From an optimization exercise on the open Yosys and OpenROAD flow, aimed at small area, a short achievable clock period and few clock cycles per item; shortcuts taken in it are not production practice. At most, simulation tests tie the RTL to the original design; equivalence was not proved. Power is estimated from default activity; no workload was simulated.

// aluTop
module aluTop (
	input  logic                            clk,
	input  logic                            rstN,
	input  logic                            start,
	input  logic [aluPkg::operandWidth-1:0] a,
	input  logic [aluPkg::operandWidth-1:0] b,
	input  aluPkg::opcodeT                  op,
	output logic                            done,
	output logic [aluPkg::resultWidth-1:0]  result,
	output logic [aluPkg::errorWidth-1:0]   error
);
export LEC_CHECK = 0
export ABC_AREA = 1
export CAP_MARGIN = 20
export CORE_MARGIN = 2
export CORE_UTILIZATION = 40
export SLEW_MARGIN = 20
create_clock -name core_clock -period 40.0 [get_ports {clk}]
standard.sh (not shown) runs the stock make flow with config.mk's settings and CLKGATE_MAP_FILE= SYNTH_SCRIPT=/design/flow/synth_recipe.tcl, a recipe that flattens the netlist after the stock synthesis.
==> flow/flow/run.sh <==
#!/bin/bash
# Own layout flow: the standard flow (standard.sh, unchanged synthesis), with
# - port buffers of a stronger cell than the smallest one buffer_ports picks by default,
# - timing repair aiming past the required slack (the clock and constraints are unchanged),
#   with resizing free to change a cell's footprint.
set -euo pipefail
MARGIN=$(cat flow/margin.txt)
bash standard.sh \
	"BUFFER_PORTS_ARGS=-buffer_cell sky130_fd_sc_hd__buf_4" \
	"SETUP_SLACK_MARGIN=$MARGIN" \
	"MATCH_CELL_FOOTPRINT=0" \
	finish > standard_flow.log 2>&1
==> flow/flow/margin.txt <==
24
The baseline completed with no timing, DRC or antenna violations.
==> next run, changes <==
==> flow/flow/margin.txt (replaced) <==
25
The changed run finished clean; clock power rose by 23%; total power went up by 9.4%; design area came out higher by 15%; count of clock-buffer cells in the layout fell by 2; core utilization rises by 7.2 points.
==> next run, changes <==
==> flow/flow/margin.txt (replaced) <==
23
Settings changed: CORE_UTILIZATION 40 to 65, PLACE_DENSITY set to 0.8.
After rerunning:
- clock power increases by 4.5%
- total power decreases by 8.6%
- final cell count decreases by 12%
- setup slack is worse by 1.1 ns
Function was not checked in any run of this note: the RTL went through the layout flow alone.

========
Setup of run 1:
aluTop, a different RTL version from the one above (not shown whole).
Size in the first run: about 3,000 cells after synthesis, roughly 72 flip-flops, about 74 I/O pins, about 0.021 mm² of cells after synthesis.
clock: 40.0 ns
lec_check: 0
abc_area: 1
cap_margin: 20
core_margin: 2
core_utilization: 40
gpl_routability_driven: 0
slew_margin: 20
==> flow/flow/margin.txt <==
24.5
Scripts as last shown in full above: flow/flow/run.sh
Testbench counts of run 1, summed over its fixed seeds: cycles 8,000, items 8,000.
### run 1 -> run 2
Settings: GPL_ROUTABILITY_DRIVEN removed (was 0).
==> flow/flow/run.sh <==
#!/bin/bash
# Own layout flow: the standard flow (standard.sh, unchanged synthesis), with
# - port buffers of a stronger cell than the smallest one buffer_ports picks by default,
# - timing repair aiming past the required slack (the clock and constraints are unchanged),
#   with resizing free to change a cell's footprint,
# - Yosys's synth run without its internal quick ABC pass (-noabc), so the adder
#   extraction sees the design's own full-adder structure; the final ABC mapping,
#   the registers and their names are those of the standard synthesis.
set -euo pipefail
MARGIN=$(cat flow/margin.txt)
bash standard.sh \
	"BUFFER_PORTS_ARGS=-buffer_cell sky130_fd_sc_hd__buf_4" \
	"SETUP_SLACK_MARGIN=$MARGIN" \
	"MATCH_CELL_FOOTPRINT=0" \
	"SYNTH_ARGS=-noabc" \
	finish > standard_flow.log 2>&1
### Flow results
On run 2: register area is 15 µm² lower than what run 1 gave. Layout overhead on the synthesized area (run 2 over run 1): increase, 0.85 points. Maximum frequency, run 1 and run 2, lower one = run 2. Run 2 vs run 1 — number of inverters outside the clock class in the layout dropped by more than 10%. [run 2] clock-net power fell 14% relative to run 1. Relative to run 1, the final cell count measured on run 2 has decreased slightly. Looking at fraction of met2 tracks used by global routing, run 2 sits 3.8 points higher than run 1 does. Against run 1, run 2 comes in 0.00038 W higher on total power. Routed wire length (run 2 / run 1): 1.09. Non-clock buffer count in the final layout grows by a few percent when moving from run 1 to run 2. Final cell area: run 2 above run 1. Looking at highest routing layer actually used, the met4 result is from run 2; the met5 one comes from run 1.
The inputs of run 3 differ from those of run 2 as listed below.
==> flow/flow/run.sh <==
#!/bin/bash
# Own layout flow: the standard flow (standard.sh, unchanged synthesis), with
# - port buffers of a stronger cell than the smallest one buffer_ports picks by default,
# - timing repair aiming past the required slack (the clock and constraints are unchanged),
#   with resizing free to change a cell's footprint.
set -euo pipefail
MARGIN=$(cat flow/margin.txt)
bash standard.sh \
	"BUFFER_PORTS_ARGS=-buffer_cell sky130_fd_sc_hd__buf_4" \
	"SETUP_SLACK_MARGIN=$MARGIN" \
	"MATCH_CELL_FOOTPRINT=0" \
	finish > standard_flow.log 2>&1
Notes after the runs:
- Compared with run 2, run 3 shows number of DRC markers in iteration 0 higher by 107.
- Total length of routed met3 wires for run 3 is lower than for run 2.
- In the reports for run 3 and run 2, the larger number of antenna diodes belongs to run 2.
- Looking at sequential-cell power consumption across run 3 and run 2, the one that comes out lower is run 3.
- On run 3: global-route wire length before repair is 5.6 mm lower than what run 2 gave.
- Summary of run 3 over run 2: largest incremental delay on the critical path held steady; final routed wirelength across all metal layers shrank by 5.3%.
- Re total power of the final layout: run 3 is 24% down on run 2.
#### Input delta (run 4 over run 3)
==> flow/flow/margin.txt <==
25.5
--- outcome ---
- Routed length on met3: run 4 > run 3
- Run 4 can be clocked faster than run 3.
- Compared with run 3, the detailed router inserted more vias in run 4.
- Post-route clock period utilization: run 4 vs run 3 down 1.9 points
- The setup slack of run 4 is larger than that of run 3.
- There was hardly any difference in max-capacitance violation count between run 3 and run 4.
- Cell area | run 4 vs run 3 | run 4 larger
- Total number of cells along the worst setup path shrinks by more than 10% when moving from run 3 to run 4.
- Standard-cell row count came out exactly the same in run 4 and run 3.
- Looking at sequential share of layout area, run 4 sits 0.52 points below run 3.
- Sort run 4 and run 3 by number of fill cells in the layout desc -> top: run 3
[inputs] run 5 vs run 4
Settings: swapping 40 for 55 in CORE_UTILIZATION.
==> flow/flow/margin.txt <==
24.5
- Compared with run 4, run 5 improves number of design-rule violations left by the first detailed-router iteration.
- Looking only at post-route cell area, and setting everything else aside, the lower value of run 4 and run 5 goes to run 5.
- [run 5] transition at the pin with the smallest max-transition slack rose 0.11 ns relative to run 4
- Compared with run 4, run 5 is more frugal on power.
- Relative to run 4, sequential fraction of design power has gone up in run 5.
- [compare] base=run 4 new=run 5: wire length -9.3%, cell count after placement went down 177, summed negative setup slack over all endpoints flat, count of plain and timing-repair buffers in the layout went down 115.
Input changes introduced in run 6 (baseline for comparison: run 5):
Settings: CAP_MARGIN: 20 -> 5; SLEW_MARGIN: 20 -> 5; CORE_UTILIZATION: 55 -> 40.
==> notes.md <==
Width of the chip: run 6 vs run 5 up 17%
When the final numbers for run 6 and run 5 were put side by side, the non-clock buffer count in the final layout turned out to be smaller in run 6.
Critical path depth went down by a few percent going from run 5 to run 6.
Compared with run 5, run 6 shows utilization after layout lower by 16 points.
Run 6 vs run 5 — total met3 wirelength after detailed routing dropped 8.9%.
As far as share of final layout cell area taken by non-clock buffers is concerned, run 6 and run 5 perform about the same.
Run 6 and run 5 ended up with nearly the same ratio of final minimum period to clock period.

-- separate check: timing with driven ports --
No port has a modelled driver above. Below, the same layouts with a new extraction and two added sets of constraints. Step 1 sets driving cells, clkbuf_16 on the clock port and buf_2 on the other inputs (assumed; they add their load-dependent delay and slew). Step 2 moves the port delays by t, midway between the first and last clock arrival at a register: inputs arrive t later, outputs are due t later. That takes back most of the time a late clock gives input paths. Three values: no drivers, after step 1, after step 2; two values: the first two.
run | shift t [ns] | setup slack, ns | worst setup path after step 2 | worst slew at a driven data input, ns
the first run of note 1 | 0.418 | 24.258 / 24.208 / 24.018 | input to register | 0.04
the second run of note 1 | 0.422 | 24.482 / 24.435 / 24.202 | input to register | 0.07
the third run of note 1 | 0.398 | 23.353 / 23.306 / 23.245 | input to register | 0.05
run 1 | 0.408 | 25.003 / 24.951 / 24.664 | input to register | 0.09
run 2 | 0.387 | 24.859 / 24.815 / 24.745 | input to register | 0.04
run 3 | 0.412 | 24.904 / 24.854 / 24.784 | input to register | 0.11
run 4 | 0.413 | 25.660 / 25.609 / 25.475 | input to register | 0.11
run 5 | 0.402 | 24.862 / 24.818 / 24.702 | input to register | 0.06
run 6 | 0.412 | 24.904 / 24.854 / 24.784 | input to register | 0.11
After both steps setup and hold are still met in every run listed. For run 1, which loses most, drivers alone change the setup slack by -0.052 ns; drivers and shift together by -0.339 ns.
